Source: an optimization exercise on an open RTL-to-GDS flow (aim: small area). Production flows keep margins and buffers that such runs may drop. Function was checked by simulation only, so behaviour that the tests miss may differ from the original. Power and IR drop assume default switching activity.

// tomasuloCore
module tomasuloCore
(
   input  logic        Clock,
   input  logic        rst,
   input  logic        progWrite,
   input  logic [5:0]  progAddr,
   input  logic [15:0] progWord,
   input  logic        start,
   input  logic [6:0]  progLength,
   input  logic [3:0]  regAddr,
   output logic [15:0] regData,
   output logic        done
);
For scale: about 1200 flip-flops, roughly 36000 um2 of cells after synthesis.
==> flow/config.mk <==
export PLATFORM = sky130hd
export DESIGN_NAME = tomasuloCore
export DESIGN_NICKNAME = tomasuloCore
export VERILOG_FILES = /design/flow/design.v
export SDC_FILE = /design/flow/constraint.sdc
export NUM_CORES = 4
export LEC_CHECK = 0
export CAP_MARGIN = 10
export CORE_MARGIN = 2
export CORE_UTILIZATION = 75
export CTS_BUF_LIST = sky130_fd_sc_hd__clkbuf_8
export CTS_CLUSTER_DIAMETER = 50
export CTS_CLUSTER_SIZE = 18
export GPL_TIMING_DRIVEN = 0
export SLEW_MARGIN = 10
export SYNTH_HIERARCHICAL = 1
==> flow/constraint.sdc <==
create_clock -name core_clock -period 30.0 [get_ports {Clock}]
set_input_delay 6.0000 -clock core_clock [delete_from_list [all_inputs] [get_ports {Clock}]]
set_output_delay 6.0000 -clock core_clock [all_outputs]
set_load 0.01 [all_outputs]
standard.sh (not shown) runs the stock make flow with config.mk's settings and CLKGATE_MAP_FILE= SYNTH_SCRIPT=/design/flow/synth_recipe.tcl, a recipe that flattens the netlist after the stock synthesis.
==> flow/flow/run.sh <==
#!/bin/bash
set -euo pipefail
work=$(pwd)

bash standard.sh synth > "$work/synth.log" 2>&1

export BUFFER_PORTS_ARGS="-buffer_cell sky130_fd_sc_hd__buf_1"
for step in GLOBAL_PLACE RESIZE DETAIL_PLACE CTS GLOBAL_ROUTE; do
   export PRE_${step}_TCL="$work/flow/smallbuf.tcl"
done
bash standard.sh finish > "$work/layout.log" 2>&1
==> flow/flow/smallbuf.tcl <==
# Keep repair from using the large buffers; small ones suffice at this clock.
set_dont_use [get_lib_cells {sky130_fd_sc_hd__buf_6 sky130_fd_sc_hd__buf_8 sky130_fd_sc_hd__buf_12 sky130_fd_sc_hd__buf_16 sky130_fd_sc_hd__clkdlybuf4s* sky130_fd_sc_hd__bufbuf_* sky130_fd_sc_hd__bufinv_* sky130_fd_sc_hd__inv_6 sky130_fd_sc_hd__inv_8 sky130_fd_sc_hd__inv_12 sky130_fd_sc_hd__inv_16 sky130_fd_sc_hd__dlygate* sky130_fd_sc_hd__dlymetal*}]
Change:
--- a/flow/design.v
+++ b/flow/design.v
@@ -27,33 +27,30 @@
       else if (wSwap && (wOp == 4'd1))
          wWord = {2'd0, progWord[11:8], 4'h0, 4'hf};
    end
    logic [5:0]  ringAddr;
    logic [5:0]  wPlace;
    logic [7:0]  wLo, wHi;
    logic [13:0] ring [0:63];
    assign wPlace = ringAddr - progAddr;    
    assign wLo    = 8'd1 << wPlace[2:0];
    assign wHi    = (8'd1 << wPlace[5:3]) & {8{progWrite}};
-   logic [7:0]  wLoN, wHiN;
-   assign wLoN   = ~wLo;
-   assign wHiN   = ~wHi;
    for (genvar p = 0; p < 64; p++)
    begin : g_place
       logic [13:0] fromPrev;
       logic [13:0] fromLoad;
       logic [13:0] nextBits;
       assign fromPrev = ring[(p + 63) % 64];
       assign fromLoad = (p % 2) ? wWord : ~wWord;
       logic sel, selN;
-      nor2Cell  u_sel  (.a(wHiN[p / 8]), .b(wLoN[p % 8]), .y(sel));
-      nand2Cell u_selN (.a(wHi[p / 8]),  .b(wLo[p % 8]),  .y(selN));
+      assign sel  = wHi[p / 8] && wLo[p % 8];
+      assign selN = !(wHi[p / 8] && wLo[p % 8]);
       for (genvar b = 0; b < 14; b++)
       begin : g_bit
          oai22 u_oai (
             .a1(fromPrev[b]), .a2(sel), .b1(fromLoad[b]), .b2(selN),
             .y(nextBits[b])
          );
       end
       always_ff @(posedge Clock)
          ring[p] <= nextBits;
    end
@@ -91,21 +88,21 @@
    logic        initBusy;
    assign code     = ir[13:12];
    assign dest     = ir[11:8];
    assign srcJ     = ir[7:4];
    assign srcK     = ir[3:0];
    assign isNop    = (code == 2'd0) && (srcJ == 4'hf) && (srcK == 4'h0);
    assign isAddSub = !code[1];
    assign isSub    = (code == 2'd1);
    assign isMul    = (code == 2'd2);
    assign isDiv    = (code == 2'd3);
-   assign last     = (step == 4'd15);
+   assign last     = (isAddSub && !wb) || (step == 4'd15);
    assign finish   = irValid && (phase ? (wb && last) : isNop);
    logic [3:0]  ph;
    assign ph = ringAddr[3:0];
    logic [15:0] ring16 [0:15];
    logic [3:0]  rAddr;
    logic [15:0] rLine;
    logic [15:0] raw;
    logic [15:0] port;
    logic [15:0] result;
    logic        wbit;
@@ -134,21 +131,21 @@
       for (genvar b = 0; b < 16; b++)
       begin : g_bit
          muxInv u_mux (
             .a(rot[k][b]), .b(rot[k][(b + 16 - (1 << k)) % 16]), .s(ph[k]),
             .y(rot[k+1][b])
          );
       end
    end
    assign port    = rot[4];
    assign regData = port;
-   assign wbit   = result[4'(ph + step)];    
+   assign wbit   = result[ph];
    assign phLine = 4'd1 << ph[1:0];
    for (genvar i = 0; i < 16; i++)
    begin : g_reg
       logic resetBit;
       logic ins;
       assign resetBit = (ph[3:2] == 2'd0) && |(phLine & 4'(i));    
       assign ins = (initBusy || rst) ? resetBit
                  : ((irValid && wb && (dest == 4'(i))) ? wbit : ring16[i][0]);
       always_ff @(posedge Clock)
          ring16[i] <= {ins, ring16[i][15:1]};
@@ -162,43 +159,51 @@
    end
    logic [15:0] acc, sh;
    logic [16:0] x;
    logic        subMode;
    wire  [17:0] sum;
    wire  [17:0] carry;
    logic [16:0] addend;
    logic        q;
    logic        take;
    logic [15:0] accNext;
-   assign x       = {acc, wb ? acc[15] : (sh[15] & !isMul)};
+   assign x       = {acc, sh[15] & !isMul};
    assign subMode = isSub || isDiv;
    assign carry[0] = subMode;
    assign addend = {1'b0, port} ^ {17{subMode}};
    for (genvar n = 0; n < 17; n++)
    begin : g_add
       fullAdd u_fa (
          .a(x[n]), .b(addend[n]), .ci(carry[n]), .s(sum[n]), .co(carry[n+1])
       );
    end
    assign sum[17] = carry[17];
    assign q       = sum[17];                          
-   assign take    = !wb && (isAddSub ? last : (isMul ? sh[15] : q));
+   assign take    = isAddSub || (isMul ? sh[15] : q);
    assign accNext = take ? sum[15:0] : x[15:0];
    assign result  = isDiv ? sh : acc;
    always_ff @(posedge Clock)
    begin
-      acc  <= accNext & {16{phase}};
-      sh   <= phase ? {sh[14:0], wb ? sh[15] : q} : port;
-   end
-   always_ff @(posedge Clock)
-   begin
       if (!phase)
+      begin
+         acc  <= isAddSub ? {1'b0, port[15:1]} : 16'd0;
+         sh   <= {isAddSub ? port[0] : port[15], port[14:0]};
+      end
+      else if (!wb)
+      begin
+         acc  <= accNext;
+         sh   <= {sh[14:0], q};
+      end
+   end
+   always_ff @(posedge Clock)
+   begin
+      if (!phase || (last && !wb))
          step <= 4'd0;
       else
          step <= step + 4'd1;
    end
    always_ff @(posedge Clock)
    begin
       if (rst)
       begin
          running  <= 1'b0;
          done     <= 1'b0;
@@ -260,24 +265,10 @@
    assign y = !(s ? b : a);
 endmodule
 module fullAdd
 (
    input  logic a, b, ci,
    output logic s, co
 );
    assign s  = a ^ b ^ ci;
    assign co = (a && b) || (a && ci) || (b && ci);
 endmodule
-module nor2Cell
-(
-   input  logic a, b,
-   output logic y
-);
-   assign y = !(a || b);
-endmodule
-module nand2Cell
-(
-   input  logic a, b,
-   output logic y
-);
-   assign y = !(a && b);
-endmodule
What happened:
- synthesized area climbs by 1.1%
- cell count hardly moves
- routed wire length drops by about 2.7%
- sequential power barely changes
- power barely changes

## static timing again, ports no longer ideal
The results above use ideal ports. As a check the final layouts listed here were re-extracted and re-timed, cells and wires unchanged.
Step 1 sets driving cells, clkbuf_16 on the clock port and buf_2 on the other inputs (assumed; they add their load-dependent delay and slew).
Step 2 times the ports against the registers' clock, not the clock port: input delays grow and output delays shrink by t, the midpoint of the rising clock arrivals with the driver on.
Slacks: ideal ports / drivers / drivers and shift; pairs: ideal ports / drivers.
run	shift t [ns]	setup slack, ns	hold slack, ns	worst slew at a driven data input, ns	cell pins on the clock port's net
the first run	0.774	13.175 / 13.207 / 12.434	0.351 / 0.351 / 0.351	0.06	1
the second run	0.777	12.546 / 12.569 / 11.792	0.353 / 0.353 / 0.353	0.10	1
After both steps every run listed still meets setup and hold. The setup slack of the second run, which loses most, moves by +0.023 ns with the drivers and by -0.754 ns with both steps.
